Background: an optimization exercise with open tools, aiming at small area. Do not read the settings as production practice. Function was checked by simulation only, so behaviour that the tests miss may differ from the original. No activity file was given, so power comes from the tool's default toggle rates.

**design/flow/run.sh**
```bash
#!/bin/bash
# synth_recipe.tcl (not shown) runs the flow's synth.tcl, then flattens the netlist and writes it again
# the make line also repeats each setting of config.mk as NAME=value (left out here)
make -C /OpenROAD-flow-scripts/flow DESIGN_CONFIG=/design/flow/config.mk WORK_HOME=/design/flow/orfs CLKGATE_MAP_FILE= SYNTH_SCRIPT=/design/flow/synth_recipe.tcl finish
```
**design/flow/config.mk**
```make
export PLATFORM = sky130hd
export DESIGN_NAME = modbus_rtu_register_slave
export DESIGN_NICKNAME = modbus_rtu_register_slave
export VERILOG_FILES = /design/flow/design.v
export SDC_FILE = /design/flow/constraint.sdc
export NUM_CORES = 4
export LEC_CHECK = 0
export CAP_MARGIN = 20
export CORE_MARGIN = 2
export CORE_UTILIZATION = 40
export SLEW_MARGIN = 20
```
**design/flow/constraint.sdc**
```tcl
create_clock -name core_clock -period 10.0 [get_ports {i_clk}]
set_input_delay 2.0000 -clock core_clock [delete_from_list [all_inputs] [get_ports {i_clk}]]
set_output_delay 2.0000 -clock core_clock [all_outputs]
set_load 0.01 [all_outputs]
```
**design/flow/design.v**
```verilog
package mbrs_pkg;
    localparam logic [1:0] OP_RX_BYTE = 2'd0;
    localparam logic [1:0] OP_HOST_RD = 2'd1;
    localparam logic [1:0] OP_HOST_WR = 2'd2;
    localparam logic [7:0] FN_READ_REGS  = 8'h03;
    localparam logic [7:0] FN_WRITE_REGS = 8'h10;
    localparam logic [7:0] FN_EXC_FLAG   = 8'h80;
    localparam logic [7:0] EXC_ILLEGAL_FUNC  = 8'h01;
    localparam logic [7:0] EXC_ILLEGAL_ADDR  = 8'h02;
    localparam logic [7:0] EXC_ILLEGAL_VALUE = 8'h03;
    localparam logic [7:0]  BCAST_ADDR   = 8'h00;
    localparam logic [7:0]  SID_RESET    = 8'h01;
    localparam logic [15:0] CRC_INIT     = 16'hFFFF;
    localparam logic [15:0] CRC_POLY     = 16'hA001;
    localparam int          MIN_FRAME    = 8;
    localparam int          WR_DATA_OFS  = 7;
    localparam int          WR_OVERHEAD  = 9;
    localparam int          HDR_BYTES    = 7;
    localparam int          EXC_BYTES    = 3;
    localparam int          ECHO_BYTES   = 6;
    localparam logic KIND_TX   = 1'b0;
    localparam logic KIND_HOST = 1'b1;
    typedef enum logic [8:0] {
        S_IDLE  = 9'b000000001,
        S_CHECK = 9'b000000010,
        S_TX    = 9'b000000100,
        S_FETCH = 9'b000001000,
        S_HOUT  = 9'b000010000,
        S_WRA   = 9'b000100000,
        S_WRB   = 9'b001000000,
        S_WRC   = 9'b010000000,
        S_DONE  = 9'b100000000
    } t_state;
    typedef enum logic [1:0] {
        M_EXC  = 2'd0,
        M_ECHO = 2'd1,
        M_READ = 2'd2,
        M_HOST = 2'd3
    } t_mode;
    typedef struct packed {
        logic       init;
        logic       en;
        logic [7:0] data;
    } t_crc_ctl;
endpackage
module mbrs_crc (
    input  logic              i_clk,
    input  logic              i_rst_n,
    input  mbrs_pkg::t_crc_ctl i_ctl,
    output logic [15:0]       o_crc
);
    logic [15:0] r_crc;
    logic [15:0] n_crc;
    always_comb begin
        n_crc = r_crc ^ {8'h00, i_ctl.data};
        for (int k = 0; k < 8; k++) begin
            if (n_crc[0]) begin
                n_crc = (n_crc >> 1) ^ mbrs_pkg::CRC_POLY;
            end else begin
                n_crc = n_crc >> 1;
            end
        end
    end
    always_ff @(posedge i_clk) begin
        if (!i_rst_n) begin
            r_crc <= mbrs_pkg::CRC_INIT;
        end else if (i_ctl.init) begin
            r_crc <= mbrs_pkg::CRC_INIT;
        end else if (i_ctl.en) begin
            r_crc <= n_crc;
        end
    end
    assign o_crc = r_crc;
endmodule
module modbus_rtu_register_slave #(
    parameter int FRAME_BYTES = 64,
    parameter int REG_COUNT   = 16
) (
    input  logic        i_clk,
    input  logic        i_rst_n,
    input  logic        i_cfg_wr_en,
    input  logic [7:0]  i_cfg_wr_data,
    input  logic        i_valid,
    output logic        o_ready,
    input  logic [1:0]  i_func,
    input  logic [7:0]  i_rx_byte,
    input  logic        i_frame_end,
    input  logic [3:0]  i_host_index,
    input  logic [15:0] i_host_value,
    output logic        o_valid,
    input  logic        i_ready,
    output logic        o_kind,
    output logic [7:0]  o_tx_byte,
    output logic        o_last,
    output logic [15:0] o_read_value
);
    localparam int BIW = $clog2(FRAME_BYTES);
    localparam int LW  = $clog2(FRAME_BYTES + 1);
    localparam int RIW = (REG_COUNT > 1) ? $clog2(REG_COUNT) : 1;
    localparam int CW  = $clog2(REG_COUNT + 1);
    localparam int PW  = $clog2(2 * REG_COUNT + 6);
    mbrs_pkg::t_state r_state;
    mbrs_pkg::t_mode  r_mode;
    logic [LW-1:0]  r_len;
    logic           r_ovf;
    logic [7:0]     r_sid;
    logic [7:0]     r_hdr [mbrs_pkg::HDR_BYTES];
    logic [7:0]     r_code;
    logic [PW-1:0]  r_pos;
    logic [PW-1:0]  r_n;
    logic [RIW-1:0] r_ridx;
    logic [15:0]    r_rdata;
    logic           r_rvld;
    logic           r_hoob;
    logic [BIW-1:0] r_bidx;
    logic [7:0]     r_bdata;
    logic [7:0]     r_hi;
    logic [CW-1:0]  r_k;
    logic [7:0]     r_buf [FRAME_BYTES];
    logic [15:0]    r_mem [REG_COUNT];
    logic           r_vld [REG_COUNT];
    logic           r_ovalid;
    logic           r_okind;
    logic [7:0]     r_otx;
    logic           r_olast;
    logic [15:0]    r_oval;
    mbrs_pkg::t_crc_ctl w_crc_ctl;
    logic [15:0]        w_crc;
    logic        w_accept;
    logic        w_slot_free;
    logic        w_store;
    logic [7:0]  w_hidx;
    logic        w_host_in;
    logic [7:0]  w_addr;
    logic [7:0]  w_fn;
    logic [15:0] w_start;
    logic [15:0] w_cnt;
    logic [7:0]  w_bc;
    logic        w_bcast;
    logic        w_frame_ok;
    logic        w_bad_start;
    logic        w_bad_cnt;
    logic        w_bc_bad;
    logic        w_read_ok;
    logic [15:0] w_rdata;
    logic [7:0]  w_txb;
    logic        w_tx_go;
    logic        w_tx_last;
    logic        w_fetch_next;
    logic        w_we;
    logic [RIW-1:0] w_waddr;
    logic [15:0] w_wdata;
    assign o_ready     = (r_state == mbrs_pkg::S_IDLE);
    assign w_accept    = i_valid && o_ready;
    assign w_slot_free = !r_ovalid || i_ready;
    assign w_store     = w_accept && (i_func == mbrs_pkg::OP_RX_BYTE) && !r_ovf
                         && (r_len != LW'(FRAME_BYTES));
    assign w_hidx      = {4'h0, i_host_index};
    assign w_host_in   = (w_hidx < 8'(REG_COUNT));
    assign w_addr      = r_hdr[0];
    assign w_fn        = r_hdr[1];
    assign w_start     = {r_hdr[2], r_hdr[3]};
    assign w_cnt       = {r_hdr[4], r_hdr[5]};
    assign w_bc        = r_hdr[6];
    assign w_bcast     = (w_addr == mbrs_pkg::BCAST_ADDR);
    assign w_frame_ok  = (r_len >= LW'(mbrs_pkg::MIN_FRAME)) && (r_len != LW'(FRAME_BYTES))
                         && ((w_addr == r_sid) || w_bcast) && (w_crc == 16'h0000);
    assign w_bad_start = (w_start >= 16'(REG_COUNT));
    assign w_bad_cnt   = (w_cnt == 16'h0000)
                         || (({1'b0, w_start} + {1'b0, w_cnt}) > 17'(REG_COUNT));
    assign w_bc_bad    = ((10'(w_bc) + 10'(mbrs_pkg::WR_OVERHEAD)) != 10'(r_len))
                         || (17'(w_bc) != {w_cnt, 1'b0});
    assign w_read_ok   = (w_fn == mbrs_pkg::FN_READ_REGS) && !w_bcast
                         && !w_bad_start && !w_bad_cnt;
    assign w_rdata   = (r_rvld && !r_hoob) ? r_rdata : 16'h0000;
    assign w_tx_go   = (r_state == mbrs_pkg::S_TX) && w_slot_free;
    assign w_tx_last = (r_pos == r_n + PW'(1));
    assign w_fetch_next = (r_mode == mbrs_pkg::M_READ) && !r_pos[0]
                          && (r_pos >= PW'(2)) && ((r_pos + PW'(1)) < r_n);
    always_comb begin
        if (r_pos == r_n) begin
            w_txb = w_crc[7:0];
        end else if (w_tx_last) begin
            w_txb = w_crc[15:8];
        end else begin
            case (r_mode)
                mbrs_pkg::M_EXC: begin
                    if (r_pos == PW'(0)) begin
                        w_txb = r_sid;
                    end else if (r_pos == PW'(1)) begin
                        w_txb = w_fn | mbrs_pkg::FN_EXC_FLAG;
                    end else begin
                        w_txb = r_code;
                    end
                end
                mbrs_pkg::M_ECHO: begin
                    w_txb = r_hdr[r_pos[2:0]];
                end
                mbrs_pkg::M_READ: begin
                    if (r_pos == PW'(0)) begin
                        w_txb = r_sid;
                    end else if (r_pos == PW'(1)) begin
                        w_txb = w_fn;
                    end else if (r_pos == PW'(2)) begin
                        w_txb = {r_hdr[5][6:0], 1'b0};
                    end else if (r_pos[0]) begin
                        w_txb = w_rdata[15:8];
                    end else begin
                        w_txb = w_rdata[7:0];
                    end
                end
                default: begin
                    w_txb = 8'h00;
                end
            endcase
        end
    end
    always_comb begin
        w_crc_ctl.init = (r_state == mbrs_pkg::S_CHECK) || (r_state == mbrs_pkg::S_DONE);
        w_crc_ctl.en   = w_store || (w_tx_go && (r_pos < r_n));
        w_crc_ctl.data = (r_state == mbrs_pkg::S_IDLE) ? i_rx_byte : w_txb;
    end
    mbrs_crc u_crc (
        .i_clk   (i_clk),
        .i_rst_n (i_rst_n),
        .i_ctl   (w_crc_ctl),
        .o_crc   (w_crc)
    );
    always_comb begin
        if (r_state == mbrs_pkg::S_WRC) begin
            w_we    = 1'b1;
            w_waddr = r_ridx;
            w_wdata = {r_hi, r_bdata};
        end else begin
            w_we    = w_accept && (i_func == mbrs_pkg::OP_HOST_WR) && w_host_in;
            w_waddr = w_hidx[RIW-1:0];
            w_wdata = i_host_value;
        end
    end
    always_ff @(posedge i_clk) begin
        if (w_we) begin
            r_mem[w_waddr] <= w_wdata;
        end
        if (r_state == mbrs_pkg::S_FETCH) begin
            r_rdata <= r_mem[r_ridx];
        end
    end
    always_ff @(posedge i_clk) begin
        if (!i_rst_n) begin
            for (int i = 0; i < REG_COUNT; i++) begin
                r_vld[i] <= 1'b0;
            end
        end else if (w_we) begin
            r_vld[w_waddr] <= 1'b1;
        end
    end
    always_ff @(posedge i_clk) begin
        if (r_state == mbrs_pkg::S_FETCH) begin
            r_rvld <= r_vld[r_ridx];
        end
    end
    always_ff @(posedge i_clk) begin
        if (w_store) begin
            r_buf[r_len[BIW-1:0]] <= i_rx_byte;
        end
        if ((r_state == mbrs_pkg::S_WRA) || (r_state == mbrs_pkg::S_WRB)) begin
            r_bdata <= r_buf[r_bidx];
        end
    end
    always_ff @(posedge i_clk) begin
        for (int i = 0; i < mbrs_pkg::HDR_BYTES; i++) begin
            if (w_store && (r_len == LW'(i))) begin
                r_hdr[i] <= i_rx_byte;
            end
        end
    end
    always_ff @(posedge i_clk) begin
        if (!i_rst_n) begin
            r_sid <= mbrs_pkg::SID_RESET;
        end else if (i_cfg_wr_en) begin
            r_sid <= i_cfg_wr_data;
        end
    end
    always_ff @(posedge i_clk) begin
        if (!i_rst_n) begin
            r_ovalid <= 1'b0;
        end else if (w_tx_go || ((r_state == mbrs_pkg::S_HOUT) && w_slot_free)) begin
            r_ovalid <= 1'b1;
        end else if (i_ready) begin
            r_ovalid <= 1'b0;
        end
    end
    always_ff @(posedge i_clk) begin
        if (w_tx_go) begin
            r_okind <= mbrs_pkg::KIND_TX;
            r_otx   <= w_txb;
            r_olast <= w_tx_last;
            r_oval  <= 16'h0000;
        end else if ((r_state == mbrs_pkg::S_HOUT) && w_slot_free) begin
            r_okind <= mbrs_pkg::KIND_HOST;
            r_otx   <= 8'h00;
            r_olast <= 1'b1;
            r_oval  <= w_rdata;
        end
    end
    always_ff @(posedge i_clk) begin
        if (!i_rst_n) begin
            r_state <= mbrs_pkg::S_IDLE;
            r_len   <= '0;
            r_ovf   <= 1'b0;
            r_mode  <= mbrs_pkg::M_EXC;
        end else begin
            case (r_state)
                mbrs_pkg::S_IDLE: begin
                    if (w_accept) begin
                        case (i_func)
                            mbrs_pkg::OP_RX_BYTE: begin
                                if (w_store) begin
                                    r_len <= r_len + LW'(1);
                                end else if (!r_ovf) begin
                                    r_ovf <= 1'b1;
                                end
                                if (i_frame_end) begin
                                    r_state <= mbrs_pkg::S_CHECK;
                                end
                            end
                            mbrs_pkg::OP_HOST_RD: begin
                                r_mode  <= mbrs_pkg::M_HOST;
                                r_ridx  <= w_hidx[RIW-1:0];
                                r_hoob  <= !w_host_in;
                                r_state <= mbrs_pkg::S_FETCH;
                            end
                            default: begin
                            end
                        endcase
                    end
                end
                mbrs_pkg::S_CHECK: begin
                    r_pos  <= '0;
                    r_hoob <= 1'b0;
                    r_mode <= w_read_ok ? mbrs_pkg::M_READ : mbrs_pkg::M_EXC;
                    r_n    <= w_read_ok ? (PW'(mbrs_pkg::EXC_BYTES)
                                           + PW'({w_cnt[CW-1:0], 1'b0}))
                                        : PW'(mbrs_pkg::EXC_BYTES);
                    if (!w_frame_ok) begin
                        r_state <= mbrs_pkg::S_DONE;
                    end else begin
                        case (w_fn)
                            mbrs_pkg::FN_READ_REGS: begin
                                if (w_bcast) begin
                                    r_state <= mbrs_pkg::S_DONE;
                                end else if (w_bad_start) begin
                                    r_code  <= mbrs_pkg::EXC_ILLEGAL_ADDR;
                                    r_state <= mbrs_pkg::S_TX;
                                end else if (w_bad_cnt) begin
                                    r_code  <= mbrs_pkg::EXC_ILLEGAL_VALUE;
                                    r_state <= mbrs_pkg::S_TX;
                                end else begin
                                    r_ridx  <= w_start[RIW-1:0];
                                    r_state <= mbrs_pkg::S_TX;
                                end
                            end
                            mbrs_pkg::FN_WRITE_REGS: begin
                                if (w_bc_bad) begin
                                    r_state <= mbrs_pkg::S_DONE;
                                end else if (w_bad_start) begin
                                    r_code  <= mbrs_pkg::EXC_ILLEGAL_ADDR;
                                    r_state <= w_bcast ? mbrs_pkg::S_DONE : mbrs_pkg::S_TX;
                                end else if (w_bad_cnt) begin
                                    r_code  <= mbrs_pkg::EXC_ILLEGAL_VALUE;
                                    r_state <= w_bcast ? mbrs_pkg::S_DONE : mbrs_pkg::S_TX;
                                end else begin
                                    r_ridx  <= w_start[RIW-1:0];
                                    r_k     <= w_cnt[CW-1:0];
                                    r_bidx  <= BIW'(mbrs_pkg::WR_DATA_OFS);
                                    r_state <= mbrs_pkg::S_WRA;
                                end
                            end
                            default: begin
                                r_code  <= mbrs_pkg::EXC_ILLEGAL_FUNC;
                                r_state <= w_bcast ? mbrs_pkg::S_DONE : mbrs_pkg::S_TX;
                            end
                        endcase
                    end
                end
                mbrs_pkg::S_TX: begin
                    if (w_slot_free) begin
                        r_pos <= r_pos + PW'(1);
                        if (w_tx_last) begin
                            r_state <= mbrs_pkg::S_DONE;
                        end else if (w_fetch_next) begin
                            r_state <= mbrs_pkg::S_FETCH;
                        end
                    end
                end
                mbrs_pkg::S_FETCH: begin
                    r_ridx  <= RIW'(r_ridx + RIW'(1));
                    r_state <= (r_mode == mbrs_pkg::M_HOST) ? mbrs_pkg::S_HOUT
                                                            : mbrs_pkg::S_TX;
                end
                mbrs_pkg::S_HOUT: begin
                    if (w_slot_free) begin
                        r_state <= mbrs_pkg::S_IDLE;
                    end
                end
                mbrs_pkg::S_WRA: begin
                    r_bidx  <= r_bidx + BIW'(1);
                    r_state <= mbrs_pkg::S_WRB;
                end
                mbrs_pkg::S_WRB: begin
                    r_hi    <= r_bdata;
                    r_bidx  <= r_bidx + BIW'(1);
                    r_state <= mbrs_pkg::S_WRC;
                end
                mbrs_pkg::S_WRC: begin
                    r_ridx <= RIW'(r_ridx + RIW'(1));
                    r_k    <= r_k - CW'(1);
                    if (r_k != CW'(1)) begin
                        r_state <= mbrs_pkg::S_WRA;
                    end else if (w_bcast) begin
                        r_state <= mbrs_pkg::S_DONE;
                    end else begin
                        r_mode  <= mbrs_pkg::M_ECHO;
                        r_n     <= PW'(mbrs_pkg::ECHO_BYTES);
                        r_state <= mbrs_pkg::S_TX;
                    end
                end
                mbrs_pkg::S_DONE: begin
                    r_len   <= '0;
                    r_ovf   <= 1'b0;
                    r_state <= mbrs_pkg::S_IDLE;
                end
                default: begin
                    r_state <= mbrs_pkg::S_IDLE;
                end
            endcase
        end
    end
    assign o_valid      = r_ovalid;
    assign o_kind       = r_okind;
    assign o_tx_byte    = r_otx;
    assign o_last       = r_olast;
    assign o_read_value = r_oval;
endmodule
```
==> out/results.tsv <==
metric	value	unit
cts-htree-levels	3	
wl_per_cell	26.8	um
via_per_inst	5.79	
grt_util_all_layers	0.205	
async_flop_share	0	
peakVddDrop	0.184	mV
reg2reg_depth	10	
crit_family	buffers and inverters	
clock_path_buffers	3	
cts_tree	built	
rsz0062_at_grt	no	
maxCapViolations	0	
status	finished clean	
die_area	105000	um^2
crit_cells	4	
power_density	191	nW/um^2
final.setup.tns	0	ns
antenna_found_initial	0	
cts.clk_slew.worst_paths	0.06	ns
drtPass1Iterations	6	
drc	0	
root_buffer	clkbuf_16	
min_path_type	reg -> reg	
cts_hold_buf	0	
synth_cells	2490	
num_antenna_cells	0	
coreArea	102000	um^2
hold_slack	0.451	ns
synth_edf_count	901	
whs_path_depth	2	
p_leak	15.3	nW
mostFrequentLayoutCells	edfxtp_1, mux4_2, nand2_1	
crit_chain	nor4_1 -> nand4b_1 -> inv_1 -> clkdlybuf4s50_1	
ys_types	82	
syn_area	41000	um^2
clock_skew	0.0405	ns
routed_wl	108000	um
portBuffers	71	
synthFlopType	edfxtp_1	
drive_above_1_share	0.166	
clock_latency	0.69	ns
start_util	0.403	
synth-seq-area-share	0.697	
path_class	reg -> out	
hold_viol_final	0	
area_growth	13.6	%
first_iter_violations	2864	
worst_slew_pin_slew	1.02	ns
cp.arrival	3.56	ns
fin_crit	5.56	ns
synth_warnings	3	
grt_pass1_wl	157000	um
critPathBufInv	2	
finalCritPeriodShare	0.556	
synth-seq-cells	978	
grt_max_degree	88	
globalplace.congestion	0.906	
cts.repair.resized	0	
grt_overflow	0	
dpl.hpwl	71100	um
rows	117	
max_stage_delay	0.84	ns
final_nets	2663	
cp-start-kind	flip-flop	
max_freq	180	MHz
drtAntennaViolNets	0	
worstPathMaxFanout	23	
worstSetupEndpointType	output pin	
r2r_slack	4.84	ns
cts_setup_buffers	0	
cp.required	8.00	ns
slowest_stage	inv_1	
worst_slew_margin_rel	0.310	
synth_nets	2580	
die_height	324	um
avgSynthCellArea	16.5	um^2
final_common_cell	edfxtp_1	
slew_violations	0	
cts.sinks	978	
ioPinCount	72	
first_global_vias	22500	
chipWidth	324	um
finalSetupViolCount	0	
num_vias	23300	
cts_buffers	97	
worst reg2reg max path: cells and delay by family (launching register included):
kind / cells / cell delay (ns)
buffers and inverters: 1 / 0.84
and+or+nand+nor: 9 / 3.61
DFF: 1 / 0.36
power breakdown:
| part | internal [W] | leakage [nW] | switching [W] | total [W] |
|---|---|---|---|---|
| clock network | 0.00221 | 1.57 | 0.00155 | 0.00375 |
| logic | 0.000230 | 4.97 | 0.000399 | 0.000628 |
| registers | 0.00449 | 8.74 | 0.0000445 | 0.00453 |
through the flow:
stage	cells	area (um^2)	total power (W)	setup slack, ns	utilization
4_1_cts	4019	46600	0.00897	4.46	0.458
5_1_grt	4020	46600	0.00920	4.25	0.458
3_5_place_dp	3841	43300	0.00523	4.54	0.425
6_report	4020	46600	0.00892	4.44	0.458
2_1_floorplan	2490	41000	0.00500	5.72	-
3_3_place_gp	3840	43200	0.00522	4.73	0.425
state kept, by name, indices dropped and copies added (netlist names), 9 cells and up:
signal       cells
r_rdata         16
r_buf          512
r_vld           16
r_hdr           56
r_oval          16
r_state          9
u_crc.r_crc     16
r_mem          256
path summary, 6_finish.rpt:
path / endpoint / startpoint
min reg2reg: r_oval[1] / r_oval[1]
min: r_oval[1] / r_oval[1]
max: o_ready / r_state[3]
max reg2reg: r_hdr[3][1] / r_state[3]
cells by family after synthesis:
logic type,share of synthesized area
adders and majority gates,0.0142
DFF,0.697
muxes,0.136
and+or+nand+nor,0.0676
AOI/OAI and AO/OA,0.0520
buffers and inverters,0.0165
xor gates and xnor gates,0.0164
synth_stat cells (10+ instances only):
cell type / count / area, um^2
a21oi_1: 69 / 345
a221oi_1: 26 / 228
buf_1: 24 / 90.1
xor2_1: 30 / 263
nand3_1: 56 / 280
o21ai_0: 65 / 325
xnor2_1: 40 / 350
and2_1: 16 / 100
clkbuf_1: 96 / 360
mux4_2: 202 / 4550
nor3_1: 29 / 145
or3_1: 11 / 68.8
nand2_1: 197 / 739
edfxtp_1: 901 / 27100
nor2b_1: 16 / 100
mux2i_1: 81 / 811
nand4_1: 11 / 68.8
a22oi_1: 20 / 150
o211ai_1: 11 / 82.6
nor2_1: 197 / 739
a31oi_1: 12 / 75.1
a211oi_1: 13 / 97.6
inv_1: 45 / 169
nor4_1: 21 / 131
o21a_1: 10 / 75.1
ha_1: 45 / 563
mux2_2: 17 / 191
dfxtp_1: 77 / 1540
cell type report:
class	count	area (um^2)
Clock inverter	64	808
Fill cell	8664	55100
Sequential cell	978	28600
Timing Repair Buffer	113	1010
Inverter	46	173
Clock buffer	114	2490
Multi-Input combinational cell	1337	11800
Tap cell	1368	1710
metal layers:
| layer | part of all wire | wire length, um | global-route usage |
|---|---|---|---|
| met2 | 0.48 | 51200 | 0.329 |
| met1 | 0.42 | 45700 | 0.289 |
| met4 | 0.023 | 2490 | 0.0513 |
| met5 | 0 | 0 | 0 |
| met3 | 0.076 | 8170 | 0.0383 |

==> what the ideal ports hide <==
No port has a modelled driver above. Below, the same layout with a new extraction and two added sets of constraints. Step 1 assumes that a clkbuf_16 drives the clock port and a buf_2 every other input. Step 2, shift: input delay + t, output delay - t, t = (earliest + latest rising clock arrival at the registers) / 2. This alone moves slack from input paths to output paths. Slacks: ideal / step 1 / step 2; pairs: ideal / step 1.
t (ns): 0.742
setup WS [ns]: 4.442 / 4.372 / 4.611
clock arrival spread, ns: 0.042 / 0.043
cell pins on the clock port's net: 1
After both steps setup and hold are still met in this run. For this run, drivers alone change the setup slack by -0.070 ns; drivers and shift together by +0.169 ns.
